This design comes from an exercise in tuning for small area on the open sky130 flow, not from production work. Function was checked by simulation only, so behaviour that the tests miss may differ from the original. Power is estimated from default activity; no workload was simulated.

`flow/design.v`:
```
package layer_pkg;
   typedef logic signed [16-1:0] data_t;
   typedef logic [$clog2(8)-1:0] vec_addr_t;
   typedef logic [$clog2(16)-1:0] out_idx_t;
endpackage
package layer_coef_pkg;
   localparam int WEIGHT_ENTRIES = 4 * 8 * (16 / 4);
   localparam int BIAS_ENTRIES   = 4 * (16 / 4);
   localparam logic [WEIGHT_ENTRIES*16-1:0] weight_table = {
      {
         -16'sd38,  16'sd33,  16'sd109, 16'sd24,  -16'sd3,   -16'sd45,  -16'sd19,  16'sd48,
         16'sd103,  16'sd18,  16'sd82,  -16'sd28, 16'sd101,  -16'sd64,  -16'sd108, 16'sd3,
         -16'sd18,  16'sd107, 16'sd2,   -16'sd45, -16'sd85,  16'sd22,   16'sd86,   16'sd32,
         -16'sd1,   -16'sd105, 16'sd81, 16'sd42,  16'sd45,   16'sd39,   -16'sd54,  16'sd63
      },
      {
         16'sd29,   -16'sd75, -16'sd24, 16'sd89,  -16'sd12,  -16'sd72,  16'sd114,  -16'sd15,
         -16'sd11,  -16'sd4,  -16'sd36, 16'sd105, 16'sd53,   -16'sd50,  -16'sd37,  16'sd72,
         -16'sd110, -16'sd77, 16'sd9,   16'sd71,  16'sd1,    16'sd100,  16'sd15,   -16'sd72,
         16'sd90,   16'sd84,  16'sd7,   -16'sd36, 16'sd56,   -16'sd106, 16'sd20,   16'sd22
      },
      {
         -16'sd109, -16'sd24, 16'sd30,  16'sd68,  -16'sd123, -16'sd41,  16'sd119,  16'sd31,
         16'sd54,   16'sd121, 16'sd12,  16'sd60,  -16'sd48,  16'sd3,    -16'sd37,  16'sd78,
         16'sd93,   -16'sd101, 16'sd116, -16'sd83, 16'sd31,  -16'sd49,  16'sd124,  16'sd29,
         -16'sd78,  16'sd8,   16'sd67,  16'sd81,  16'sd87,   16'sd63,   -16'sd18,  -16'sd105
      },
      {
         -16'sd2,   -16'sd5,  16'sd22,  -16'sd23, 16'sd96,   -16'sd58,  16'sd36,   -16'sd70,
         16'sd126,  16'sd113, -16'sd73, 16'sd94,  -16'sd73,  16'sd92,   -16'sd104, -16'sd98,
         -16'sd64,  -16'sd77, -16'sd4,  -16'sd9,  -16'sd113, 16'sd20,   16'sd21,   -16'sd3,
         16'sd115,  16'sd106, 16'sd14,  -16'sd126, -16'sd1,  -16'sd93,  16'sd0,    16'sd126
      }
   };
   localparam logic [BIAS_ENTRIES*16-1:0] bias_table = {
      {-16'sd70, 16'sd120, 16'sd71,  -16'sd60},
      {-16'sd47, 16'sd115, -16'sd83, 16'sd67},
      {16'sd41,  16'sd38,  -16'sd81, -16'sd106},
      {16'sd103, 16'sd83,  16'sd0,   -16'sd10}
   };
endpackage
module layer_sequencer (
   input  logic                 clk,
   input  logic                 reset,
   input  logic                 s_valid,
   input  logic                 m_ready,
   output logic                 s_ready,
   output logic                 m_valid,
   output logic                 vec_wr_en,    
   output layer_pkg::vec_addr_t pos,          
   output logic                 run,          
   output logic                 en,           
   output layer_pkg::out_idx_t  out_idx,      
   output logic [5:0]           entry_next,   
   output logic                 x_bypass      
);
   layer_pkg::vec_addr_t load_cnt;    
   logic vec_pending;    
   logic done;           
   logic fire;
   logic can_start;
   logic start;
   logic last_start;     
   logic gap;            
   assign m_valid = done;
   assign fire    = done & m_ready;
   assign can_start  = (pos[1:0] == 2'd0) && (pos[2] != out_idx[0]) && !run && (!done || fire);
   assign start      = can_start && (out_idx != '0 || vec_pending || vec_wr_en);
   assign last_start = can_start && out_idx == 4'd15;
   assign en         = start | run;
   assign s_ready   = (pos == load_cnt) && (load_cnt != '0 || !vec_pending || last_start);
   assign vec_wr_en = s_ready & s_valid;
   assign gap       = (pos == load_cnt) && (load_cnt != '0) && !s_valid;
   layer_pkg::vec_addr_t load_cnt_d;
   assign load_cnt_d = reset ? '0 : load_cnt + vec_wr_en;
   layer_pkg::vec_addr_t pos_d;
   layer_pkg::out_idx_t  out_idx_d;
   logic                 finish;         
   assign finish     = run && pos[1:0] == 2'd3 && !(gap && out_idx == '0);
   assign pos_d      = reset ? '0 : pos + 1'b1;
   assign out_idx_d  = reset ? '0 : out_idx + finish;
   assign entry_next = {out_idx_d, pos_d[1:0]};
   always_ff @(posedge clk) begin
      pos      <= pos_d;
      out_idx  <= out_idx_d;
      load_cnt <= load_cnt_d;
      x_bypass <= (pos_d == load_cnt_d) && out_idx_d == '0;
   end
   always_ff @(posedge clk) begin
      if (reset) begin
         vec_pending <= 1'b0;
         run         <= 1'b0;
         done        <= 1'b0;
      end else begin
         if (vec_wr_en && load_cnt == 3'd7)
            vec_pending <= 1'b1;
         else if (start && out_idx == 4'd15)
            vec_pending <= 1'b0;
         if (start)
            run <= 1'b1;
         else if (run && (pos[1:0] == 2'd3 || (gap && out_idx == '0)))
            run <= 1'b0;
         if (finish)
            done <= 1'b1;
         else if (fire)
            done <= 1'b0;
      end
   end
endmodule
module mac_lane (
   input  logic                 clk,
   input  logic                 run,        
   input  logic                 en,         
   input  layer_pkg::out_idx_t  out_idx,
   input  layer_pkg::vec_addr_t pos,
   input  logic [5:0]           entry_next,    
   input  layer_pkg::data_t     x_a,
   input  layer_pkg::data_t     x_b,
   output layer_pkg::data_t     acc,
   output logic [16-1:0] acc_cy    
);
   localparam int ENTRIES = 16 * 4;
   localparam int BW = 16;    
   function automatic logic [15:0] negsum(input logic [7:0] w);
      logic [8:0] wx;
      wx     = {w, 1'b0};
      negsum = '0;
      for (int k = 0; k < 4; k++)
         if (wx[2*k+2] && !(wx[2*k+1] && wx[2*k]))
            negsum = negsum + (16'd1 << (2 * k));
   endfunction
   function automatic logic [15:0] row_negsum(input int j);
      int e;
      row_negsum = '0;
      for (int c = 0; c < 8; c++) begin
         e = (j % 4) * 8 * (16 / 4) + (j / 4) * 8 + c;
         row_negsum = row_negsum
                      + negsum(layer_coef_pkg::weight_table[(layer_coef_pkg::WEIGHT_ENTRIES - 1 - e) * 16 +: 8]);
      end
   endfunction
   logic [4*ENTRIES-1:0] a_one, a_two, a_neg, b_one, b_two, b_neg;
   logic [16*BW-1:0] b_rom;
   logic [ENTRIES*8-1:0]        wa_rom, wb_rom;
   genvar i;
   generate
      for (i = 0; i < ENTRIES; i++) begin : g_w
         localparam int J  = i / 4;
         localparam int CA = (1 - J % 2) * 4 + i % 4;
         localparam int CB = (J % 2) * 4 + i % 4;
         localparam int EA = (J % 4) * 8 * (16 / 4)
                             + (J / 4) * 8 + CA;
         localparam int EB = (J % 4) * 8 * (16 / 4)
                             + (J / 4) * 8 + CB;
         localparam logic [8:0] WA = {layer_coef_pkg::weight_table[(layer_coef_pkg::WEIGHT_ENTRIES - 1 - EA) * 16 +: 8], 1'b0};
         localparam logic [8:0] WB = {layer_coef_pkg::weight_table[(layer_coef_pkg::WEIGHT_ENTRIES - 1 - EB) * 16 +: 8], 1'b0};
         assign wa_rom[i*8 +: 8] = WA[8:1];
         assign wb_rom[i*8 +: 8] = WB[8:1];
         for (genvar k = 0; k < 4; k++) begin : g_k
            assign a_one[k*ENTRIES + i] = WA[2*k+1] ^ WA[2*k];
            assign a_two[k*ENTRIES + i] = (WA[2*k+2] & ~WA[2*k+1] & ~WA[2*k]) | (~WA[2*k+2] & WA[2*k+1] & WA[2*k]);
            assign a_neg[k*ENTRIES + i] = WA[2*k+2] & ~(WA[2*k+1] & WA[2*k]);
            assign b_one[k*ENTRIES + i] = WB[2*k+1] ^ WB[2*k];
            assign b_two[k*ENTRIES + i] = (WB[2*k+2] & ~WB[2*k+1] & ~WB[2*k]) | (~WB[2*k+2] & WB[2*k+1] & WB[2*k]);
            assign b_neg[k*ENTRIES + i] = WB[2*k+2] & ~(WB[2*k+1] & WB[2*k]);
         end
      end
      for (i = 0; i < 16; i++) begin : g_b
         localparam int E = (i % 4) * (16 / 4) + i / 4;
         localparam logic [7:0] B8 =
            layer_coef_pkg::bias_table[(layer_coef_pkg::BIAS_ENTRIES - 1 - E) * 16 +: 8];
         assign b_rom[i*16 +: 16] = {{8{B8[7]}}, B8} + row_negsum(i);
      end
   endgenerate
   logic [5:0]  entry;
   logic [15:0] bias;
   logic [15:0] addend;
   logic [3:0]  neg_a, one_a, two_a, neg_b, one_b, two_b;
   assign entry  = {out_idx, pos[1:0]};
   assign bias   = b_rom[out_idx*16 +: 16];
   assign addend = run ? acc : bias;
   logic [7:0] wa_q, wb_q;
   always_ff @(posedge clk) begin
      wa_q <= wa_rom[entry_next*8 +: 8];
      wb_q <= wb_rom[entry_next*8 +: 8];
   end
   logic [8:0] wxa, wxb;
   assign wxa = {wa_q, 1'b0};
   assign wxb = {wb_q, 1'b0};
   generate
      for (i = 0; i < 4; i++) begin : g_digit
         assign one_a[i] = wxa[2*i+1] ^ wxa[2*i];
         assign two_a[i] = (wxa[2*i+2] & ~wxa[2*i+1] & ~wxa[2*i]) | (~wxa[2*i+2] & wxa[2*i+1] & wxa[2*i]);
         assign neg_a[i] = wxa[2*i+2] & ~(wxa[2*i+1] & wxa[2*i]);
         assign one_b[i] = wxb[2*i+1] ^ wxb[2*i];
         assign two_b[i] = (wxb[2*i+2] & ~wxb[2*i+1] & ~wxb[2*i]) | (~wxb[2*i+2] & wxb[2*i+1] & wxb[2*i]);
         assign neg_b[i] = wxb[2*i+2] & ~(wxb[2*i+1] & wxb[2*i]);
      end
   endgenerate
   logic [15:0] pp_a0;
   assign pp_a0[0] = ((one_a[0] & x_a[0])) ^ neg_a[0];
   assign pp_a0[1] = ((one_a[0] & x_a[1]) | (two_a[0] & x_a[0])) ^ neg_a[0];
   assign pp_a0[2] = ((one_a[0] & x_a[2]) | (two_a[0] & x_a[1])) ^ neg_a[0];
   assign pp_a0[3] = ((one_a[0] & x_a[3]) | (two_a[0] & x_a[2])) ^ neg_a[0];
   assign pp_a0[4] = ((one_a[0] & x_a[4]) | (two_a[0] & x_a[3])) ^ neg_a[0];
   assign pp_a0[5] = ((one_a[0] & x_a[5]) | (two_a[0] & x_a[4])) ^ neg_a[0];
   assign pp_a0[6] = ((one_a[0] & x_a[6]) | (two_a[0] & x_a[5])) ^ neg_a[0];
   assign pp_a0[7] = ((one_a[0] & x_a[7]) | (two_a[0] & x_a[6])) ^ neg_a[0];
   assign pp_a0[8] = ((one_a[0] & x_a[8]) | (two_a[0] & x_a[7])) ^ neg_a[0];
   assign pp_a0[9] = ((one_a[0] & x_a[9]) | (two_a[0] & x_a[8])) ^ neg_a[0];
   assign pp_a0[10] = ((one_a[0] & x_a[10]) | (two_a[0] & x_a[9])) ^ neg_a[0];
   assign pp_a0[11] = ((one_a[0] & x_a[11]) | (two_a[0] & x_a[10])) ^ neg_a[0];
   assign pp_a0[12] = ((one_a[0] & x_a[12]) | (two_a[0] & x_a[11])) ^ neg_a[0];
   assign pp_a0[13] = ((one_a[0] & x_a[13]) | (two_a[0] & x_a[12])) ^ neg_a[0];
   assign pp_a0[14] = ((one_a[0] & x_a[14]) | (two_a[0] & x_a[13])) ^ neg_a[0];
   assign pp_a0[15] = ((one_a[0] & x_a[15]) | (two_a[0] & x_a[14])) ^ neg_a[0];
   logic [15:2] pp_a1;
   assign pp_a1[2] = ((one_a[1] & x_a[0])) ^ neg_a[1];
   assign pp_a1[3] = ((one_a[1] & x_a[1]) | (two_a[1] & x_a[0])) ^ neg_a[1];
   assign pp_a1[4] = ((one_a[1] & x_a[2]) | (two_a[1] & x_a[1])) ^ neg_a[1];
   assign pp_a1[5] = ((one_a[1] & x_a[3]) | (two_a[1] & x_a[2])) ^ neg_a[1];
   assign pp_a1[6] = ((one_a[1] & x_a[4]) | (two_a[1] & x_a[3])) ^ neg_a[1];
   assign pp_a1[7] = ((one_a[1] & x_a[5]) | (two_a[1] & x_a[4])) ^ neg_a[1];
   assign pp_a1[8] = ((one_a[1] & x_a[6]) | (two_a[1] & x_a[5])) ^ neg_a[1];
   assign pp_a1[9] = ((one_a[1] & x_a[7]) | (two_a[1] & x_a[6])) ^ neg_a[1];
   assign pp_a1[10] = ((one_a[1] & x_a[8]) | (two_a[1] & x_a[7])) ^ neg_a[1];
   assign pp_a1[11] = ((one_a[1] & x_a[9]) | (two_a[1] & x_a[8])) ^ neg_a[1];
   assign pp_a1[12] = ((one_a[1] & x_a[10]) | (two_a[1] & x_a[9])) ^ neg_a[1];
   assign pp_a1[13] = ((one_a[1] & x_a[11]) | (two_a[1] & x_a[10])) ^ neg_a[1];
   assign pp_a1[14] = ((one_a[1] & x_a[12]) | (two_a[1] & x_a[11])) ^ neg_a[1];
   assign pp_a1[15] = ((one_a[1] & x_a[13]) | (two_a[1] & x_a[12])) ^ neg_a[1];
   logic [15:4] pp_a2;
   assign pp_a2[4] = ((one_a[2] & x_a[0])) ^ neg_a[2];
   assign pp_a2[5] = ((one_a[2] & x_a[1]) | (two_a[2] & x_a[0])) ^ neg_a[2];
   assign pp_a2[6] = ((one_a[2] & x_a[2]) | (two_a[2] & x_a[1])) ^ neg_a[2];
   assign pp_a2[7] = ((one_a[2] & x_a[3]) | (two_a[2] & x_a[2])) ^ neg_a[2];
   assign pp_a2[8] = ((one_a[2] & x_a[4]) | (two_a[2] & x_a[3])) ^ neg_a[2];
   assign pp_a2[9] = ((one_a[2] & x_a[5]) | (two_a[2] & x_a[4])) ^ neg_a[2];
   assign pp_a2[10] = ((one_a[2] & x_a[6]) | (two_a[2] & x_a[5])) ^ neg_a[2];
   assign pp_a2[11] = ((one_a[2] & x_a[7]) | (two_a[2] & x_a[6])) ^ neg_a[2];
   assign pp_a2[12] = ((one_a[2] & x_a[8]) | (two_a[2] & x_a[7])) ^ neg_a[2];
   assign pp_a2[13] = ((one_a[2] & x_a[9]) | (two_a[2] & x_a[8])) ^ neg_a[2];
   assign pp_a2[14] = ((one_a[2] & x_a[10]) | (two_a[2] & x_a[9])) ^ neg_a[2];
   assign pp_a2[15] = ((one_a[2] & x_a[11]) | (two_a[2] & x_a[10])) ^ neg_a[2];
   logic [15:6] pp_a3;
   assign pp_a3[6] = ((one_a[3] & x_a[0])) ^ neg_a[3];
   assign pp_a3[7] = ((one_a[3] & x_a[1]) | (two_a[3] & x_a[0])) ^ neg_a[3];
   assign pp_a3[8] = ((one_a[3] & x_a[2]) | (two_a[3] & x_a[1])) ^ neg_a[3];
   assign pp_a3[9] = ((one_a[3] & x_a[3]) | (two_a[3] & x_a[2])) ^ neg_a[3];
   assign pp_a3[10] = ((one_a[3] & x_a[4]) | (two_a[3] & x_a[3])) ^ neg_a[3];
   assign pp_a3[11] = ((one_a[3] & x_a[5]) | (two_a[3] & x_a[4])) ^ neg_a[3];
   assign pp_a3[12] = ((one_a[3] & x_a[6]) | (two_a[3] & x_a[5])) ^ neg_a[3];
   assign pp_a3[13] = ((one_a[3] & x_a[7]) | (two_a[3] & x_a[6])) ^ neg_a[3];
   assign pp_a3[14] = ((one_a[3] & x_a[8]) | (two_a[3] & x_a[7])) ^ neg_a[3];
   assign pp_a3[15] = ((one_a[3] & x_a[9]) | (two_a[3] & x_a[8])) ^ neg_a[3];
   logic [15:0] pp_b0;
   assign pp_b0[0] = ((one_b[0] & x_b[0])) ^ neg_b[0];
   assign pp_b0[1] = ((one_b[0] & x_b[1]) | (two_b[0] & x_b[0])) ^ neg_b[0];
   assign pp_b0[2] = ((one_b[0] & x_b[2]) | (two_b[0] & x_b[1])) ^ neg_b[0];
   assign pp_b0[3] = ((one_b[0] & x_b[3]) | (two_b[0] & x_b[2])) ^ neg_b[0];
   assign pp_b0[4] = ((one_b[0] & x_b[4]) | (two_b[0] & x_b[3])) ^ neg_b[0];
   assign pp_b0[5] = ((one_b[0] & x_b[5]) | (two_b[0] & x_b[4])) ^ neg_b[0];
   assign pp_b0[6] = ((one_b[0] & x_b[6]) | (two_b[0] & x_b[5])) ^ neg_b[0];
   assign pp_b0[7] = ((one_b[0] & x_b[7]) | (two_b[0] & x_b[6])) ^ neg_b[0];
   assign pp_b0[8] = ((one_b[0] & x_b[8]) | (two_b[0] & x_b[7])) ^ neg_b[0];
   assign pp_b0[9] = ((one_b[0] & x_b[9]) | (two_b[0] & x_b[8])) ^ neg_b[0];
   assign pp_b0[10] = ((one_b[0] & x_b[10]) | (two_b[0] & x_b[9])) ^ neg_b[0];
   assign pp_b0[11] = ((one_b[0] & x_b[11]) | (two_b[0] & x_b[10])) ^ neg_b[0];
   assign pp_b0[12] = ((one_b[0] & x_b[12]) | (two_b[0] & x_b[11])) ^ neg_b[0];
   assign pp_b0[13] = ((one_b[0] & x_b[13]) | (two_b[0] & x_b[12])) ^ neg_b[0];
   assign pp_b0[14] = ((one_b[0] & x_b[14]) | (two_b[0] & x_b[13])) ^ neg_b[0];
   assign pp_b0[15] = ((one_b[0] & x_b[15]) | (two_b[0] & x_b[14])) ^ neg_b[0];
   logic [15:2] pp_b1;
   assign pp_b1[2] = ((one_b[1] & x_b[0])) ^ neg_b[1];
   assign pp_b1[3] = ((one_b[1] & x_b[1]) | (two_b[1] & x_b[0])) ^ neg_b[1];
   assign pp_b1[4] = ((one_b[1] & x_b[2]) | (two_b[1] & x_b[1])) ^ neg_b[1];
   assign pp_b1[5] = ((one_b[1] & x_b[3]) | (two_b[1] & x_b[2])) ^ neg_b[1];
   assign pp_b1[6] = ((one_b[1] & x_b[4]) | (two_b[1] & x_b[3])) ^ neg_b[1];
   assign pp_b1[7] = ((one_b[1] & x_b[5]) | (two_b[1] & x_b[4])) ^ neg_b[1];
   assign pp_b1[8] = ((one_b[1] & x_b[6]) | (two_b[1] & x_b[5])) ^ neg_b[1];
   assign pp_b1[9] = ((one_b[1] & x_b[7]) | (two_b[1] & x_b[6])) ^ neg_b[1];
   assign pp_b1[10] = ((one_b[1] & x_b[8]) | (two_b[1] & x_b[7])) ^ neg_b[1];
   assign pp_b1[11] = ((one_b[1] & x_b[9]) | (two_b[1] & x_b[8])) ^ neg_b[1];
   assign pp_b1[12] = ((one_b[1] & x_b[10]) | (two_b[1] & x_b[9])) ^ neg_b[1];
   assign pp_b1[13] = ((one_b[1] & x_b[11]) | (two_b[1] & x_b[10])) ^ neg_b[1];
   assign pp_b1[14] = ((one_b[1] & x_b[12]) | (two_b[1] & x_b[11])) ^ neg_b[1];
   assign pp_b1[15] = ((one_b[1] & x_b[13]) | (two_b[1] & x_b[12])) ^ neg_b[1];
   logic [15:4] pp_b2;
   assign pp_b2[4] = ((one_b[2] & x_b[0])) ^ neg_b[2];
   assign pp_b2[5] = ((one_b[2] & x_b[1]) | (two_b[2] & x_b[0])) ^ neg_b[2];
   assign pp_b2[6] = ((one_b[2] & x_b[2]) | (two_b[2] & x_b[1])) ^ neg_b[2];
   assign pp_b2[7] = ((one_b[2] & x_b[3]) | (two_b[2] & x_b[2])) ^ neg_b[2];
   assign pp_b2[8] = ((one_b[2] & x_b[4]) | (two_b[2] & x_b[3])) ^ neg_b[2];
   assign pp_b2[9] = ((one_b[2] & x_b[5]) | (two_b[2] & x_b[4])) ^ neg_b[2];
   assign pp_b2[10] = ((one_b[2] & x_b[6]) | (two_b[2] & x_b[5])) ^ neg_b[2];
   assign pp_b2[11] = ((one_b[2] & x_b[7]) | (two_b[2] & x_b[6])) ^ neg_b[2];
   assign pp_b2[12] = ((one_b[2] & x_b[8]) | (two_b[2] & x_b[7])) ^ neg_b[2];
   assign pp_b2[13] = ((one_b[2] & x_b[9]) | (two_b[2] & x_b[8])) ^ neg_b[2];
   assign pp_b2[14] = ((one_b[2] & x_b[10]) | (two_b[2] & x_b[9])) ^ neg_b[2];
   assign pp_b2[15] = ((one_b[2] & x_b[11]) | (two_b[2] & x_b[10])) ^ neg_b[2];
   logic [15:6] pp_b3;
   assign pp_b3[6] = ((one_b[3] & x_b[0])) ^ neg_b[3];
   assign pp_b3[7] = ((one_b[3] & x_b[1]) | (two_b[3] & x_b[0])) ^ neg_b[3];
   assign pp_b3[8] = ((one_b[3] & x_b[2]) | (two_b[3] & x_b[1])) ^ neg_b[3];
   assign pp_b3[9] = ((one_b[3] & x_b[3]) | (two_b[3] & x_b[2])) ^ neg_b[3];
   assign pp_b3[10] = ((one_b[3] & x_b[4]) | (two_b[3] & x_b[3])) ^ neg_b[3];
   assign pp_b3[11] = ((one_b[3] & x_b[5]) | (two_b[3] & x_b[4])) ^ neg_b[3];
   assign pp_b3[12] = ((one_b[3] & x_b[6]) | (two_b[3] & x_b[5])) ^ neg_b[3];
   assign pp_b3[13] = ((one_b[3] & x_b[7]) | (two_b[3] & x_b[6])) ^ neg_b[3];
   assign pp_b3[14] = ((one_b[3] & x_b[8]) | (two_b[3] & x_b[7])) ^ neg_b[3];
   assign pp_b3[15] = ((one_b[3] & x_b[9]) | (two_b[3] & x_b[8])) ^ neg_b[3];
   logic s1, c2, s3, c4, s5, c6, s7, c8, s9, c10, s11, c12, s13, c14, s15, c16;
   logic s17, c18, s19, c20, s21, c22, s23, c24, s25, c26, s27, c28, s29, c30, s31, c32;
   logic s33, c34, s35, c36, s37, c38, s39, c40, s41, c42, s43, c44, s45, c46, s47, c48;
   logic s49, c50, s51, c52, s53, c54, s55, c56, s57, s58, s59, s60, c61, s62, c63, s64;
   logic c65, s66, c67, s68, c69, s70, c71, s72, c73, s74, c75, s76, c77, s78, c79, s80;
   logic c81, s82, c83, s84, c85, s86, c87, s88, c89, s90, c91, s92, c93, s94, c95, s96;
   logic c97, s98, c99, s100, c101, s102, c103, s104, c105, s106, c107, s108, s109, s110, c111, s112;
   logic c113, s114, c115, s116, c117, s118, c119, s120, c121, s122, c123, s124, c125, s126, c127, s128;
   logic c129, s130, c131, s132, c133, s134, c135, s136, s137, c138, s139, c140, s141, c142, s143, c144;
   logic s145, c146, s147, c148, s149, c150, s151, c152, s153, c154, s155, c156, s157, c158, s159, c160;
   logic s161, c162, s163, c164, s165, c166, s167;
   assign s1 = addend[4] ^ pp_b0[4];
   assign c2 = addend[4] & pp_b0[4];
   assign s3 = addend[5] ^ pp_b0[5] ^ pp_b1[5];
   assign c4 = (addend[5] & pp_b0[5]) | (addend[5] & pp_b1[5]) | (pp_b0[5] & pp_b1[5]);
   assign s5 = addend[6] ^ pp_b0[6] ^ pp_b1[6];
   assign c6 = (addend[6] & pp_b0[6]) | (addend[6] & pp_b1[6]) | (pp_b0[6] & pp_b1[6]);
   assign s7 = pp_b2[6] ^ pp_b3[6] ^ pp_a0[6];
   assign c8 = (pp_b2[6] & pp_b3[6]) | (pp_b2[6] & pp_a0[6]) | (pp_b3[6] & pp_a0[6]);
   assign s9 = addend[7] ^ pp_b0[7] ^ pp_b1[7];
   assign c10 = (addend[7] & pp_b0[7]) | (addend[7] & pp_b1[7]) | (pp_b0[7] & pp_b1[7]);
   assign s11 = pp_b2[7] ^ pp_b3[7] ^ pp_a0[7];
   assign c12 = (pp_b2[7] & pp_b3[7]) | (pp_b2[7] & pp_a0[7]) | (pp_b3[7] & pp_a0[7]);
   assign s13 = pp_a1[7] ^ pp_a2[7];
   assign c14 = pp_a1[7] & pp_a2[7];
   assign s15 = addend[8] ^ pp_b0[8] ^ pp_b1[8];
   assign c16 = (addend[8] & pp_b0[8]) | (addend[8] & pp_b1[8]) | (pp_b0[8] & pp_b1[8]);
   assign s17 = pp_b2[8] ^ pp_b3[8] ^ pp_a0[8];
   assign c18 = (pp_b2[8] & pp_b3[8]) | (pp_b2[8] & pp_a0[8]) | (pp_b3[8] & pp_a0[8]);
   assign s19 = pp_a1[8] ^ pp_a2[8] ^ pp_a3[8];
   assign c20 = (pp_a1[8] & pp_a2[8]) | (pp_a1[8] & pp_a3[8]) | (pp_a2[8] & pp_a3[8]);
   assign s21 = addend[9] ^ pp_b0[9] ^ pp_b1[9];
   assign c22 = (addend[9] & pp_b0[9]) | (addend[9] & pp_b1[9]) | (pp_b0[9] & pp_b1[9]);
   assign s23 = pp_b2[9] ^ pp_b3[9] ^ pp_a0[9];
   assign c24 = (pp_b2[9] & pp_b3[9]) | (pp_b2[9] & pp_a0[9]) | (pp_b3[9] & pp_a0[9]);
   assign s25 = pp_a1[9] ^ pp_a2[9] ^ pp_a3[9];
   assign c26 = (pp_a1[9] & pp_a2[9]) | (pp_a1[9] & pp_a3[9]) | (pp_a2[9] & pp_a3[9]);
   assign s27 = addend[10] ^ pp_b0[10] ^ pp_b1[10];
   assign c28 = (addend[10] & pp_b0[10]) | (addend[10] & pp_b1[10]) | (pp_b0[10] & pp_b1[10]);
   assign s29 = pp_b2[10] ^ pp_b3[10] ^ pp_a0[10];
   assign c30 = (pp_b2[10] & pp_b3[10]) | (pp_b2[10] & pp_a0[10]) | (pp_b3[10] & pp_a0[10]);
   assign s31 = pp_a1[10] ^ pp_a2[10] ^ pp_a3[10];
   assign c32 = (pp_a1[10] & pp_a2[10]) | (pp_a1[10] & pp_a3[10]) | (pp_a2[10] & pp_a3[10]);
   assign s33 = addend[11] ^ pp_b0[11] ^ pp_b1[11];
   assign c34 = (addend[11] & pp_b0[11]) | (addend[11] & pp_b1[11]) | (pp_b0[11] & pp_b1[11]);
   assign s35 = pp_b2[11] ^ pp_b3[11] ^ pp_a0[11];
   assign c36 = (pp_b2[11] & pp_b3[11]) | (pp_b2[11] & pp_a0[11]) | (pp_b3[11] & pp_a0[11]);
   assign s37 = pp_a1[11] ^ pp_a2[11] ^ pp_a3[11];
   assign c38 = (pp_a1[11] & pp_a2[11]) | (pp_a1[11] & pp_a3[11]) | (pp_a2[11] & pp_a3[11]);
   assign s39 = addend[12] ^ pp_b0[12] ^ pp_b1[12];
   assign c40 = (addend[12] & pp_b0[12]) | (addend[12] & pp_b1[12]) | (pp_b0[12] & pp_b1[12]);
   assign s41 = pp_b2[12] ^ pp_b3[12] ^ pp_a0[12];
   assign c42 = (pp_b2[12] & pp_b3[12]) | (pp_b2[12] & pp_a0[12]) | (pp_b3[12] & pp_a0[12]);
   assign s43 = pp_a1[12] ^ pp_a2[12] ^ pp_a3[12];
   assign c44 = (pp_a1[12] & pp_a2[12]) | (pp_a1[12] & pp_a3[12]) | (pp_a2[12] & pp_a3[12]);
   assign s45 = addend[13] ^ pp_b0[13] ^ pp_b1[13];
   assign c46 = (addend[13] & pp_b0[13]) | (addend[13] & pp_b1[13]) | (pp_b0[13] & pp_b1[13]);
   assign s47 = pp_b2[13] ^ pp_b3[13] ^ pp_a0[13];
   assign c48 = (pp_b2[13] & pp_b3[13]) | (pp_b2[13] & pp_a0[13]) | (pp_b3[13] & pp_a0[13]);
   assign s49 = pp_a1[13] ^ pp_a2[13] ^ pp_a3[13];
   assign c50 = (pp_a1[13] & pp_a2[13]) | (pp_a1[13] & pp_a3[13]) | (pp_a2[13] & pp_a3[13]);
   assign s51 = addend[14] ^ pp_b0[14] ^ pp_b1[14];
   assign c52 = (addend[14] & pp_b0[14]) | (addend[14] & pp_b1[14]) | (pp_b0[14] & pp_b1[14]);
   assign s53 = pp_b2[14] ^ pp_b3[14] ^ pp_a0[14];
   assign c54 = (pp_b2[14] & pp_b3[14]) | (pp_b2[14] & pp_a0[14]) | (pp_b3[14] & pp_a0[14]);
   assign s55 = pp_a1[14] ^ pp_a2[14] ^ pp_a3[14];
   assign c56 = (pp_a1[14] & pp_a2[14]) | (pp_a1[14] & pp_a3[14]) | (pp_a2[14] & pp_a3[14]);
   assign s57 = addend[15] ^ pp_b0[15] ^ pp_b1[15];
   assign s58 = pp_b2[15] ^ pp_b3[15] ^ pp_a0[15];
   assign s59 = pp_a1[15] ^ pp_a2[15] ^ pp_a3[15];
   assign s60 = addend[2] ^ pp_b0[2];
   assign c61 = addend[2] & pp_b0[2];
   assign s62 = addend[3] ^ pp_b0[3] ^ pp_b1[3];
   assign c63 = (addend[3] & pp_b0[3]) | (addend[3] & pp_b1[3]) | (pp_b0[3] & pp_b1[3]);
   assign s64 = pp_b1[4] ^ pp_b2[4] ^ s1;
   assign c65 = (pp_b1[4] & pp_b2[4]) | (pp_b1[4] & s1) | (pp_b2[4] & s1);
   assign s66 = pp_a0[4] ^ pp_a1[4];
   assign c67 = pp_a0[4] & pp_a1[4];
   assign s68 = pp_b2[5] ^ c2 ^ s3;
   assign c69 = (pp_b2[5] & c2) | (pp_b2[5] & s3) | (c2 & s3);
   assign s70 = pp_a0[5] ^ pp_a1[5] ^ pp_a2[5];
   assign c71 = (pp_a0[5] & pp_a1[5]) | (pp_a0[5] & pp_a2[5]) | (pp_a1[5] & pp_a2[5]);
   assign s72 = c4 ^ s5 ^ pp_a1[6];
   assign c73 = (c4 & s5) | (c4 & pp_a1[6]) | (s5 & pp_a1[6]);
   assign s74 = pp_a2[6] ^ pp_a3[6] ^ s7;
   assign c75 = (pp_a2[6] & pp_a3[6]) | (pp_a2[6] & s7) | (pp_a3[6] & s7);
   assign s76 = c6 ^ s9 ^ pp_a3[7];
   assign c77 = (c6 & s9) | (c6 & pp_a3[7]) | (s9 & pp_a3[7]);
   assign s78 = s13 ^ c8 ^ s11;
   assign c79 = (s13 & c8) | (s13 & s11) | (c8 & s11);
   assign s80 = c10 ^ s15 ^ c14;
   assign c81 = (c10 & s15) | (c10 & c14) | (s15 & c14);
   assign s82 = c12 ^ s17 ^ s19;
   assign c83 = (c12 & s17) | (c12 & s19) | (s17 & s19);
   assign s84 = c16 ^ s21 ^ c18;
   assign c85 = (c16 & s21) | (c16 & c18) | (s21 & c18);
   assign s86 = c20 ^ s23 ^ s25;
   assign c87 = (c20 & s23) | (c20 & s25) | (s23 & s25);
   assign s88 = c22 ^ s27 ^ c24;
   assign c89 = (c22 & s27) | (c22 & c24) | (s27 & c24);
   assign s90 = c26 ^ s29 ^ s31;
   assign c91 = (c26 & s29) | (c26 & s31) | (s29 & s31);
   assign s92 = c28 ^ s33 ^ c30;
   assign c93 = (c28 & s33) | (c28 & c30) | (s33 & c30);
   assign s94 = c32 ^ s35 ^ s37;
   assign c95 = (c32 & s35) | (c32 & s37) | (s35 & s37);
   assign s96 = c34 ^ s39 ^ c36;
   assign c97 = (c34 & s39) | (c34 & c36) | (s39 & c36);
   assign s98 = c38 ^ s41 ^ s43;
   assign c99 = (c38 & s41) | (c38 & s43) | (s41 & s43);
   assign s100 = c40 ^ s45 ^ c42;
   assign c101 = (c40 & s45) | (c40 & c42) | (s45 & c42);
   assign s102 = c44 ^ s47 ^ s49;
   assign c103 = (c44 & s47) | (c44 & s49) | (s47 & s49);
   assign s104 = c46 ^ s51 ^ c48;
   assign c105 = (c46 & s51) | (c46 & c48) | (s51 & c48);
   assign s106 = c50 ^ s53 ^ s55;
   assign c107 = (c50 & s53) | (c50 & s55) | (s53 & s55);
   assign s108 = c52 ^ s57 ^ c54;
   assign s109 = c56 ^ s58 ^ s59;
   assign s110 = pp_b1[2] ^ s60;
   assign c111 = pp_b1[2] & s60;
   assign s112 = c61 ^ s62 ^ pp_a0[3];
   assign c113 = (c61 & s62) | (c61 & pp_a0[3]) | (s62 & pp_a0[3]);
   assign s114 = c63 ^ s64 ^ pp_a2[4];
   assign c115 = (c63 & s64) | (c63 & pp_a2[4]) | (s64 & pp_a2[4]);
   assign s116 = c65 ^ s68 ^ c67;
   assign c117 = (c65 & s68) | (c65 & c67) | (s68 & c67);
   assign s118 = c69 ^ c71 ^ s72;
   assign c119 = (c69 & c71) | (c69 & s72) | (c71 & s72);
   assign s120 = c73 ^ s76 ^ c75;
   assign c121 = (c73 & s76) | (c73 & c75) | (s76 & c75);
   assign s122 = c77 ^ s80 ^ c79;
   assign c123 = (c77 & s80) | (c77 & c79) | (s80 & c79);
   assign s124 = c81 ^ s84 ^ c83;
   assign c125 = (c81 & s84) | (c81 & c83) | (s84 & c83);
   assign s126 = c85 ^ s88 ^ c87;
   assign c127 = (c85 & s88) | (c85 & c87) | (s88 & c87);
   assign s128 = c89 ^ s92 ^ c91;
   assign c129 = (c89 & s92) | (c89 & c91) | (s92 & c91);
   assign s130 = c93 ^ s96 ^ c95;
   assign c131 = (c93 & s96) | (c93 & c95) | (s96 & c95);
   assign s132 = c97 ^ s100 ^ c99;
   assign c133 = (c97 & s100) | (c97 & c99) | (s100 & c99);
   assign s134 = c101 ^ s104 ^ c103;
   assign c135 = (c101 & s104) | (c101 & c103) | (s104 & c103);
   assign s136 = c105 ^ s108 ^ c107;
   assign s137 = addend[0] ^ pp_b0[0];
   assign c138 = addend[0] & pp_b0[0];
   assign s139 = addend[1] ^ pp_b0[1] ^ pp_a0[1];
   assign c140 = (addend[1] & pp_b0[1]) | (addend[1] & pp_a0[1]) | (pp_b0[1] & pp_a0[1]);
   assign s141 = s110 ^ pp_a0[2] ^ pp_a1[2];
   assign c142 = (s110 & pp_a0[2]) | (s110 & pp_a1[2]) | (pp_a0[2] & pp_a1[2]);
   assign s143 = c111 ^ pp_a1[3] ^ s112;
   assign c144 = (c111 & pp_a1[3]) | (c111 & s112) | (pp_a1[3] & s112);
   assign s145 = s66 ^ c113 ^ s114;
   assign c146 = (s66 & c113) | (s66 & s114) | (c113 & s114);
   assign s147 = c115 ^ s70 ^ s116;
   assign c148 = (c115 & s70) | (c115 & s116) | (s70 & s116);
   assign s149 = c117 ^ s74 ^ s118;
   assign c150 = (c117 & s74) | (c117 & s118) | (s74 & s118);
   assign s151 = c119 ^ s78 ^ s120;
   assign c152 = (c119 & s78) | (c119 & s120) | (s78 & s120);
   assign s153 = s82 ^ c121 ^ s122;
   assign c154 = (s82 & c121) | (s82 & s122) | (c121 & s122);
   assign s155 = s86 ^ c123 ^ s124;
   assign c156 = (s86 & c123) | (s86 & s124) | (c123 & s124);
   assign s157 = s90 ^ c125 ^ s126;
   assign c158 = (s90 & c125) | (s90 & s126) | (c125 & s126);
   assign s159 = s94 ^ c127 ^ s128;
   assign c160 = (s94 & c127) | (s94 & s128) | (c127 & s128);
   assign s161 = s98 ^ c129 ^ s130;
   assign c162 = (s98 & c129) | (s98 & s130) | (c129 & s130);
   assign s163 = s102 ^ c131 ^ s132;
   assign c164 = (s102 & c131) | (s102 & s132) | (c131 & s132);
   assign s165 = s106 ^ c133 ^ s134;
   assign c166 = (s106 & c133) | (s106 & s134) | (c133 & s134);
   assign s167 = s109 ^ c135 ^ s136;
   logic [15:0] op_a, op_b;
   assign op_a = {s167, s165, s163, s161, s159, s157, s155, s153, s151, s149, s147, s145, s143, s141, s139, pp_a0[0]};
   assign op_b = {c166, c164, c162, c160, c158, c156, c154, c152, c150, c148, c146, c144, c142, c140, c138, s137};
   logic [15:0] cy;
   logic [15:0] sum;
   logic [15:0] cy_out;
   assign cy[0] = 1'b0;
   assign sum[0] = op_a[0] ^ op_b[0] ^ cy[0];
   assign cy[1] = (op_a[0] & op_b[0]) | (op_a[0] & cy[0]) | (op_b[0] & cy[0]);
   assign sum[1] = op_a[1] ^ op_b[1] ^ cy[1];
   assign cy[2] = (op_a[1] & op_b[1]) | (op_a[1] & cy[1]) | (op_b[1] & cy[1]);
   assign sum[2] = op_a[2] ^ op_b[2] ^ cy[2];
   assign cy[3] = (op_a[2] & op_b[2]) | (op_a[2] & cy[2]) | (op_b[2] & cy[2]);
   assign sum[3] = op_a[3] ^ op_b[3] ^ cy[3];
   assign cy[4] = (op_a[3] & op_b[3]) | (op_a[3] & cy[3]) | (op_b[3] & cy[3]);
   assign sum[4] = op_a[4] ^ op_b[4] ^ cy[4];
   assign cy[5] = (op_a[4] & op_b[4]) | (op_a[4] & cy[4]) | (op_b[4] & cy[4]);
   assign sum[5] = op_a[5] ^ op_b[5] ^ cy[5];
   assign cy_out[6] = (op_a[5] & op_b[5]) | (op_a[5] & cy[5]) | (op_b[5] & cy[5]);
   assign cy[6] = run & acc_cy[6];
   assign sum[6] = op_a[6] ^ op_b[6] ^ cy[6];
   assign cy[7] = (op_a[6] & op_b[6]) | (op_a[6] & cy[6]) | (op_b[6] & cy[6]);
   assign sum[7] = op_a[7] ^ op_b[7] ^ cy[7];
   assign cy[8] = (op_a[7] & op_b[7]) | (op_a[7] & cy[7]) | (op_b[7] & cy[7]);
   assign sum[8] = op_a[8] ^ op_b[8] ^ cy[8];
   assign cy[9] = (op_a[8] & op_b[8]) | (op_a[8] & cy[8]) | (op_b[8] & cy[8]);
   assign sum[9] = op_a[9] ^ op_b[9] ^ cy[9];
   assign cy_out[10] = (op_a[9] & op_b[9]) | (op_a[9] & cy[9]) | (op_b[9] & cy[9]);
   assign cy[10] = run & acc_cy[10];
   assign sum[10] = op_a[10] ^ op_b[10] ^ cy[10];
   assign cy[11] = (op_a[10] & op_b[10]) | (op_a[10] & cy[10]) | (op_b[10] & cy[10]);
   assign sum[11] = op_a[11] ^ op_b[11] ^ cy[11];
   assign cy[12] = (op_a[11] & op_b[11]) | (op_a[11] & cy[11]) | (op_b[11] & cy[11]);
   assign sum[12] = op_a[12] ^ op_b[12] ^ cy[12];
   assign cy[13] = (op_a[12] & op_b[12]) | (op_a[12] & cy[12]) | (op_b[12] & cy[12]);
   assign sum[13] = op_a[13] ^ op_b[13] ^ cy[13];
   assign cy_out[14] = (op_a[13] & op_b[13]) | (op_a[13] & cy[13]) | (op_b[13] & cy[13]);
   assign cy[14] = run & acc_cy[14];
   assign sum[14] = op_a[14] ^ op_b[14] ^ cy[14];
   assign cy[15] = (op_a[14] & op_b[14]) | (op_a[14] & cy[14]) | (op_b[14] & cy[14]);
   assign sum[15] = op_a[15] ^ op_b[15] ^ cy[15];
   assign cy_out[0] = 1'b0;
   assign cy_out[1] = 1'b0;
   assign cy_out[2] = 1'b0;
   assign cy_out[3] = 1'b0;
   assign cy_out[4] = 1'b0;
   assign cy_out[5] = 1'b0;
   assign cy_out[7] = 1'b0;
   assign cy_out[8] = 1'b0;
   assign cy_out[9] = 1'b0;
   assign cy_out[11] = 1'b0;
   assign cy_out[12] = 1'b0;
   assign cy_out[13] = 1'b0;
   assign cy_out[15] = 1'b0;
   logic [15:0] cy_q;    
   always_ff @(posedge clk)
      if (en) begin
         acc  <= sum;
         cy_q <= cy_out & 16'h4440;
      end
   assign acc_cy = cy_q & 16'h4440;
endmodule
module mac_array (
   input  logic                 clk,
   input  logic                 vec_wr_en,
   input  logic                 x_bypass,
   input  layer_pkg::data_t     data_in,
   input  layer_pkg::vec_addr_t pos,
   input  logic                 run,
   input  logic                 en,
   input  layer_pkg::out_idx_t  out_idx,
   input  logic [5:0]           entry_next,
   output layer_pkg::data_t     acc,
   output logic [16-1:0] acc_cy
);
   layer_pkg::data_t ring [0:8-1];
   always_ff @(posedge clk) begin
      for (int k = 0; k < 8 - 1; k++)
         ring[k] <= ring[k+1];
      ring[8-1] <= vec_wr_en ? data_in : ring[0];
   end
   mac_lane u_lane (
      .clk     (clk),
      .run     (run),
      .en      (en),
      .out_idx (out_idx),
      .pos     (pos),
      .entry_next (entry_next),
      .x_a     (x_bypass ? data_in : ring[0]),    
      .x_b     (ring[8/2]),           
      .acc     (acc),
      .acc_cy  (acc_cy)
   );
endmodule
module result_buffer (
   input  layer_pkg::data_t acc,
   input  logic [16-1:0] acc_cy,
   output layer_pkg::data_t data_out
);
   layer_pkg::data_t result;
   assign result   = acc + acc_cy;
   assign data_out = result[16-1] ? '0 : result;
endmodule
module layer_top (
   input  logic             clk,
   input  logic             reset,
   input  logic             s_valid,
   input  logic             m_ready,
   input  layer_pkg::data_t data_in,
   output logic             s_ready,
   output logic             m_valid,
   output layer_pkg::data_t data_out
);
   logic                 vec_wr_en;
   logic                 x_bypass;
   layer_pkg::vec_addr_t pos;
   logic                 run, en;
   layer_pkg::out_idx_t  out_idx;
   logic [5:0]           entry_next;
   layer_pkg::data_t     acc;
   logic [16-1:0] acc_cy;
   layer_sequencer u_sequencer (
      .clk       (clk),
      .reset     (reset),
      .s_valid   (s_valid),
      .m_ready   (m_ready),
      .s_ready   (s_ready),
      .m_valid   (m_valid),
      .vec_wr_en (vec_wr_en),
      .pos       (pos),
      .run       (run),
      .en        (en),
      .out_idx   (out_idx),
      .entry_next(entry_next),
      .x_bypass  (x_bypass)
   );
   mac_array u_mac_array (
      .clk       (clk),
      .vec_wr_en (vec_wr_en),
      .x_bypass  (x_bypass),
      .data_in   (data_in),
      .pos       (pos),
      .run       (run),
      .en        (en),
      .out_idx   (out_idx),
      .entry_next(entry_next),
      .acc       (acc),
      .acc_cy    (acc_cy)
   );
   result_buffer u_result_buffer (
      .acc      (acc),
      .acc_cy   (acc_cy),
      .data_out (data_out)
   );
endmodule
```
`flow/flow/run.sh`:
```
#!/bin/bash
# The standard synthesis, then its combinational logic mapped again by
# ABC with an area-oriented script (flow/abc_resyn.script): the standard
# synthesis's registers and adder cells stay exactly as they are, with their
# names; full adders may work on complemented signals (flow/fa_polarity.py).
# Then the standard layout of that netlist, with extra ORFS make
# variables from flow/make_vars (one per line).
# Logs: flow_synth.log and flow_make.log (make's output), flow_fa_polarity.log,
# flow_resyn.log and flow_resyn_check.log (Yosys); each ORFS step also keeps its own log under orfs/logs.
set -euo pipefail
args=()
while IFS= read -r line; do
   [[ -z "$line" || "$line" == \#* ]] && continue
   args+=("$line")
done < flow/make_vars

bash standard.sh "${args[@]}" synth > flow_synth.log 2>&1

RES=orfs/results/$FLOW_PLATFORM/layer_top/base
LIB=$FLOW_HOME/platforms/$FLOW_PLATFORM/lib/sky130_fd_sc_hd__tt_025C_1v80.lib
YOSYS=$FLOW_HOME/../tools/install/yosys/bin/yosys
DONT_USE=$(grep -o 'sky130_fd_sc_hd__[a-z0-9_]*' $FLOW_HOME/platforms/$FLOW_PLATFORM/config.mk | sort -u | sed 's/^/-dont_use /' | tr '\n' ' ')
cp $RES/1_2_yosys.v 1_2_yosys_standard.v
# Full adders on complemented signals where that saves inverters
python3 flow/fa_polarity.py 1_2_yosys_standard.v 1_2_yosys_fapol.v > flow_fa_polarity.log 2>&1
cat > resyn.ys <<EOT
read_liberty -ignore_miss_func $LIB
read_verilog 1_2_yosys_fapol.v
hierarchy -top $FLOW_TOP
blackbox sky130_fd_sc_hd__dfxtp_1 sky130_fd_sc_hd__edfxtp_1 sky130_fd_sc_hd__fa_1 sky130_fd_sc_hd__ha_1 sky130_fd_sc_hd__conb_1
tee -o resyn_stat_before.txt stat -liberty $LIB
flatten
opt -purge
abc -script $PWD/flow/abc_resyn.script -liberty $LIB $DONT_USE -constr $PWD/orfs/objects/$FLOW_PLATFORM/layer_top/base/abc.constr
splitnets
opt_clean -purge
hilomap -singleton -hicell sky130_fd_sc_hd__conb_1 HI -locell sky130_fd_sc_hd__conb_1 LO
insbuf -buf sky130_fd_sc_hd__buf_4 A X
tee -o resyn_stat_after.txt stat -liberty $LIB
write_verilog -noattr -nohex -nodec 1_2_yosys_resyn.v
EOT
$YOSYS -s resyn.ys > flow_resyn.log 2>&1
# The new netlist must be fully mapped and hold the same registers
cat > resyn_check.ys <<EOT
read_liberty -lib $LIB
read_verilog 1_2_yosys_resyn.v
hierarchy -check -top $FLOW_TOP
check -assert -mapped
EOT
$YOSYS -s resyn_check.ys > flow_resyn_check.log 2>&1
regs() { grep -oE 'sky130_fd_sc_hd__e?dfxtp_[0-9]+ +\\?[^ ]+' "$1" | sort; }
if ! diff <(regs 1_2_yosys_standard.v) <(regs 1_2_yosys_resyn.v) > flow_resyn_regs.diff; then
   echo "registers differ from the standard synthesis" >&2
   exit 1
fi
cp 1_2_yosys_resyn.v $RES/1_2_yosys.v
rm -f $RES/1_synth.odb
bash standard.sh "${args[@]}" finish > flow_make.log 2>&1
```
`flow/flow/abc_resyn.script`:
```
strash
dch -f
amap
topo
stime -c
```
`flow/flow/fa_polarity.py`:
```
#!/usr/bin/env python3
"""Removes inverters between full-adder cells of a mapped netlist.

A full adder is self-dual: FA(~a, ~b, ~c) = (~sum, ~cout). This script picks,
for each full-adder cell, whether it works on complemented signals, so that
as few inverters as possible are needed between the adders and the logic
around them, then rewrites the netlist. The function is unchanged; no
register, port or other cell changes.

usage: fa_polarity.py in.v out.v
"""
import re, sys

src = open(sys.argv[1]).read()
m = re.search(r'^module .*?^endmodule', src, re.S | re.M)
assert m and src.count('\nmodule ') + src.startswith('module ') == 1, 'one module expected'
mod = m.group(0)

cell_re = re.compile(r'^(\s*)(sky130_fd_sc_hd__\w+)\s+(\S+)\s*\((.*?)\);\n', re.S | re.M)
pin_re = re.compile(r'\.(\w+)\(\s*(.*?)\s*\)\s*(?:,|$)', re.S)

cells = []   # [type, name, {pin: net}, span]
for cm in cell_re.finditer(mod):
    pins = dict((p, n.strip()) for p, n in pin_re.findall(cm.group(4)))
    cells.append([cm.group(2), cm.group(3), pins, cm.span()])

OUTS = {'X', 'Y', 'Q', 'Q_N', 'SUM', 'COUT', 'HI', 'LO'}
def v(net):
    # An escaped identifier ends at white space
    return net + ' ' if net.startswith('\\') else net

def is_fa(t): return re.match(r'sky130_fd_sc_hd__fa_\d+$', t) is not None
def is_inv(t): return re.match(r'sky130_fd_sc_hd__(clk)?inv_\d+$', t) is not None

driver = {}
for i, (t, n, pins, _) in enumerate(cells):
    for p, net in pins.items():
        if p in OUTS:
            driver[net] = (i, p)

# Logical source of a net: (base net, inverted?) following inverter cells
def source(net):
    inv = False
    seen = 0
    while net in driver and is_inv(cells[driver[net][0]][0]) and seen < 4:
        net = cells[driver[net][0]][2]['A']
        inv = not inv
        seen += 1
    return net, inv

fa = [i for i, c in enumerate(cells) if is_fa(c[0])]
fa_out = {}   # net -> fa index, for SUM/COUT nets
for i in fa:
    for p in ('SUM', 'COUT'):
        if p in cells[i][2]:
            fa_out[cells[i][2][p]] = i

# Every use of a signal: (cell index, pin, base net, wanted inversion)
uses = []
for i, (t, n, pins, _) in enumerate(cells):
    if is_inv(t):
        continue
    for p, net in pins.items():
        if p in OUTS:
            continue
        b, inv = source(net)
        uses.append((i, p, b, inv))
# Inverter outputs also used by ports (assign) or nothing else: keep them as uses
port_nets = set(re.findall(r'^\s*output\s+(?:\[[^\]]*\]\s*)?(\S+);', mod, re.M))

flip = {i: False for i in fa}

def cost():
    need = set()
    for (i, p, b, inv) in uses:
        pb = flip.get(fa_out.get(b), False)          # physical polarity of b
        want = inv ^ (flip[i] if i in flip else False)
        if want != pb:
            need.add(b)
    return len(need)

best = cost()
start = best
improved = True
while improved:
    improved = False
    for i in fa:
        flip[i] = not flip[i]
        c = cost()
        if c < best:
            best = c
            improved = True
        else:
            flip[i] = not flip[i]

if best >= start:
    open(sys.argv[2], 'w').write(src)
    print(f'fa_polarity: no gain ({start} inverted signals)')
    sys.exit(0)

# Rewrite: each use connects to b (physical polarity pb) or to a new inverter of b
new_cells = []
inv_of = {}
cnt = [0]
def inverted(b):
    if b not in inv_of:
        cnt[0] += 1
        w = f'fapol_n{cnt[0]}'
        inv_of[b] = w
        new_cells.append(f'  wire {w};\n  sky130_fd_sc_hd__inv_1 fapol_i{cnt[0]} (\n    .A({v(b)}),\n    .Y({w})\n  );\n')
    return inv_of[b]

newpins = {}
for (i, p, b, inv) in uses:
    pb = flip.get(fa_out.get(b), False)
    want = inv ^ (flip[i] if i in flip else False)
    newpins[(i, p)] = b if want == pb else inverted(b)

# Output ports driven through an assign or directly by a flipped adder are not
# expected: refuse rather than change a port's value
for net in fa_out:
    base = net.split('[')[0]
    if flip[fa_out[net]] and (base in port_nets or net in port_nets):
        sys.exit('fa_polarity: a flipped adder drives a port')

def drives_port(net):
    return net in port_nets or net.split('[')[0].strip() in port_nets

out = []
pos = 0
used_inv_outputs = set()
for (i, p, b, inv) in uses:
    pass
for i, (t, n, pins, span) in enumerate(cells):
    out.append(mod[pos:span[0]])
    pos = span[1]
    if is_inv(t) and not drives_port(pins['Y']):
        continue   # dropped; the needed inverters are made again below
    if is_inv(t):
        out.append(mod[span[0]:span[1]])
        continue
    body = ',\n'.join(f'    .{p}({v(newpins.get((i, p), net))})' for p, net in pins.items())
    out.append(f'  {t} {n} (\n{body}\n  );\n')
out.append(mod[pos:])
text = ''.join(out)
text = text.replace('\nendmodule', '\n' + ''.join(new_cells) + 'endmodule', 1)
text = src[:m.start()] + text + src[m.end():]
open(sys.argv[2], 'w').write(text)
print(f'fa_polarity: {start} -> {best} inverted signals, {sum(flip.values())} of {len(fa)} adders flipped')
```
`flow/flow/make_vars`:
```
BUFFER_PORTS_ARGS=-buffer_cell sky130_fd_sc_hd__buf_1
GPL_KEEP_OVERFLOW=0
PLACE_DENSITY=0.8
CTS_ARGS=-sink_clustering_enable -repair_clock_nets -buf_list sky130_fd_sc_hd__clkbuf_8 -dont_use_dummy_load
```
`flow/standard.sh`:
```
#!/bin/bash
# synth_recipe.tcl (not shown) runs the flow's synth.tcl, then flattens the netlist and writes it again
# the make line also repeats each setting of config.mk as NAME=value (left out here)
make -C /OpenROAD-flow-scripts/flow DESIGN_CONFIG=/design/flow/config.mk WORK_HOME=/design/flow/orfs CLKGATE_MAP_FILE= SYNTH_SCRIPT=/design/flow/synth_recipe.tcl "${@:-finish}"
```
`flow/config.mk`:
```
export PLATFORM = sky130hd
export DESIGN_NAME = layer_top
export DESIGN_NICKNAME = layer_top
export VERILOG_FILES = /design/flow/design.v
export SDC_FILE = /design/flow/constraint.sdc
export NUM_CORES = 4
export LEC_CHECK = 0
export CAP_MARGIN = 20
export CORE_MARGIN = 2
export CORE_UTILIZATION = 40
export SLEW_MARGIN = 20
```
`flow/constraint.sdc`:
```
create_clock -name core_clock -period 7.0 [get_ports {clk}]
set_input_delay 1.4000 -clock core_clock [delete_from_list [all_inputs] [get_ports {clk}]]
set_output_delay 1.4000 -clock core_clock [all_outputs]
set_load 0.01 [all_outputs]
```
==> impl_metrics.py <==
metrics = {
    "outcome": {
        "status": "timing/DRC/antenna clean",
    },
    "setup_path": {
        "cp_slowest_cell": "dfxtp_1",
        "reg2reg_slack_ns": 0.37,
        "crit_path_start_kind": "flip-flop",
        "path_cells": "clkinvlp_4, a31oi_2, o22ai_1, o21ai_0, fa_1, fa_1, clkinv_1, fa_1, fa_1, fa_1, fa_1, fa_1, fa_1",
        "cp.arrival_ns": 6.81,
        "critPathBufInv": 2,
        "path_class": "reg -> reg",
        "critPathTopFamily": "adder cells",
        "crit_top_cell": "fa_1",
        "path_max_fanout": 22,
        "cpPeakStageDelay_ns": 0.82,
        "critical_path_required_ns": 7.18,
        "cp-end-kind": "flip-flop",
    },
    "drt": {
        "ant_nets": 0,
        "vias": 9634,
        "wirelength_mm": 32.6,
        "viasPerCell": 6.03,
        "drc": 0,
        "first_iter_violations": 1184,
        "dr.pass1.iters": 6,
        "wl_per_cell_um": 20.4,
    },
    "finish": {
        "area_growth_pct": 8.09,
        "post-route-cell-area_um2": 11400,
        "n_antenna_cell": 0,
        "final_common_cell": "nor2_1",
        "multi_input_area_um2": 6350,
        "fillCellCount": 2538,
        "final_nets": 1414,
        "drive_gt1_frac": 0.0245,
        "seq_area_um2": 3730,
        "layout_common_cells": "nor2_1 (188), dfxtp_1 (157), clkinv_1 (135)",
        "utilization": 0.439,
    },
    "pwr": {
        "peakVddDrop_mv": 0.791,
        "switching_power_mw": 3.01,
        "sequentialPowerShare": 0.274,
        "power_density_nw_per_um2": 599,
        "p_int_mw": 3.83,
        "clock_power_share": 0.079,
        "comb_power_share": 0.648,
        "switching_share": 0.440,
        "p_leak_nw": 4.15,
    },
    "synthesis": {
        "yosysWarnings": 5,
        "syn-mean-instance-area_um2": 8.74,
        "netlist_instances": 1208,
        "syn_area_um2": 10600,
        "synth_nets": 1357,
    },
    "sta": {
        "hold_violations": 0,
        "tightest_slew_ns": 1.14,
        "period_needed_ns": 6.63,
        "fin_setup_tns_ns": 0,
        "setup_viol": 0,
        "rsz0062_at_grt": "no",
        "relSlewSlack": 0.237,
        "slew_violations": 0,
        "fmax_ghz": 0.151,
        "worst_clock_skew_ns": 0.0409,
        "timing.final.crit_share": 0.947,
        "hold-worst-slack_ns": 0.300,
    },
    "floorplan": {
        "start_util": 0.406,
        "die_w_um": 166,
        "die_y_um": 166,
        "dieArea_um2": 27700,
        "io_pins": 38,
        "core_um2": 26000,
        "num_rows": 59,
    },
    "global_route": {
        "grt_max_degree": 36,
        "antenna_found_initial": 0,
        "grt_pass1_wl_mm": 51.3,
        "grt_pass1_vias": 9197,
        "overflow": 0,
        "grtUsageTotal": 0.235,
    },
    "cts": {
        "cts_tree": "done",
        "cts_made_buffers": 17,
        "root_buffer": "clkbuf_8",
        "cts_num_sinks": 177,
        "cts_max_level": 4,
        "clk_pin_slew_worst_paths_ns": 0.09,
        "clock_latency_ns": 0.48,
        "hold_buffers": 0,
        "clockBufferDepth": 2,
    },
    "job": {
        "cap_violations": 0,
    },
    "placement": {
        "place_congestion": 1.01,
        "post-dp-hpwl_mm": 24.8,
        "place_area_um2": 11200,
        "io_buffers": 36,
    },
    "min_path": {
        "holdCritPathClass": "reg -> reg",
    },
}
layer usage:
metal	share of wire	global-route usage
met1	0.40	0.311
met2	0.47	0.381
met3	0.092	0.0430
met4	0.043	0.102
met5	0	0
cell type report:
cell class              count  area share
multi-input cells         894       0.557
clock buffers              17      0.0205
repair buffers             39      0.0139
well taps                 335      0.0367
flip-flops and latches    177       0.327
inverters                 136      0.0450
worst paths after layout:
path / from / end / cells past startpoint
max: u_mac_array.u_lane.wb_q[1]$_DFF_P_ / u_mac_array.u_lane.acc[13]$_DFFE_PP_ / 13
min: u_mac_array.ring[3][5]$_DFF_P_ / u_mac_array.ring[2][5]$_DFF_P_ / 0
max reg2reg: u_mac_array.u_lane.wb_q[1]$_DFF_P_ / u_mac_array.u_lane.acc[13]$_DFFE_PP_ / 13
min reg2reg: u_mac_array.ring[3][5]$_DFF_P_ / u_mac_array.ring[2][5]$_DFF_P_ / 0
power by group through the flow:
stage               clock, mW  sequential [mW]  combinational, mW
finish                  0.539             1.87               4.43
global route            0.593             1.90               4.96
CTS                     0.551             1.87               4.41
detailed placement          0             1.89               4.36
global placement            0             1.88               4.28
floorplan                   0             1.82               3.15
stage by stage:
stage          setup slack, ns  instances  power [mW]
3_3_place_gp             -1.88       1578        6.16
6_report                 0.374       1598        6.84
2_1_floorplan             1.07       1208        4.97
5_1_grt                 0.0522       1598        7.46
3_5_place_dp            0.0927       1581        6.25
4_1_cts                 0.0574       1598        6.84
worst register-to-register path, stage by stage (launching register included):
cell and delay, ns:
dfxtp_1 0.82, clkinvlp_4 0.63, a31oi_2 0.75, o22ai_1 0.18, o21ai_0 0.25, fa_1 0.50, fa_1 0.52, clkinv_1 0.08
fa_1 0.52, fa_1 0.43, fa_1 0.44, fa_1 0.40, fa_1 0.40, fa_1 0.43
state kept, by name, summed over array words and instances (netlist names), 3 cells and up:
name and count:
u_sequencer.load_cnt 3, u_mac_array.ring 128, u_mac_array.u_lane.wb_q 8, u_mac_array.u_lane.acc 16, u_sequencer.out_idx 4, u_sequencer.pos 3
u_mac_array.u_lane.cy_q 3, u_mac_array.u_lane.wa_q 8
timing repair:
action	4_1_cts	5_1_grt
gates resized for setup	0	2
endpoints found under the setup margin	0	6
setup buffers	0	0

[re-timing with driven ports]
No port has a modelled driver above. Below, the same layout with a new extraction and two added sets of constraints.
Step 1 (the two cells are an assumption about what drives the block):
set clk [get_ports {clk}]
set_driving_cell -lib_cell sky130_fd_sc_hd__clkbuf_16 $clk
set_driving_cell -lib_cell sky130_fd_sc_hd__buf_2 [delete_from_list [all_inputs] $clk]
Step 2 adds t to the input delays and takes it off the output delays; t is the mean of the earliest and latest rising clock arrival at the registers after step 1. Input paths then give back, and output paths get back, about the clock's delay inside the block.
Three values: no drivers, after step 1, after step 2; two values: the first two.
t (ns): 0.490
setup slack, ns: 0.374 / 0.374 / 0.055
worst data-port slew with drivers (ns): 0.05
After both steps this run still meets setup and hold. For this run, drivers alone change the setup slack by 0.000 ns; drivers and shift together by -0.319 ns.
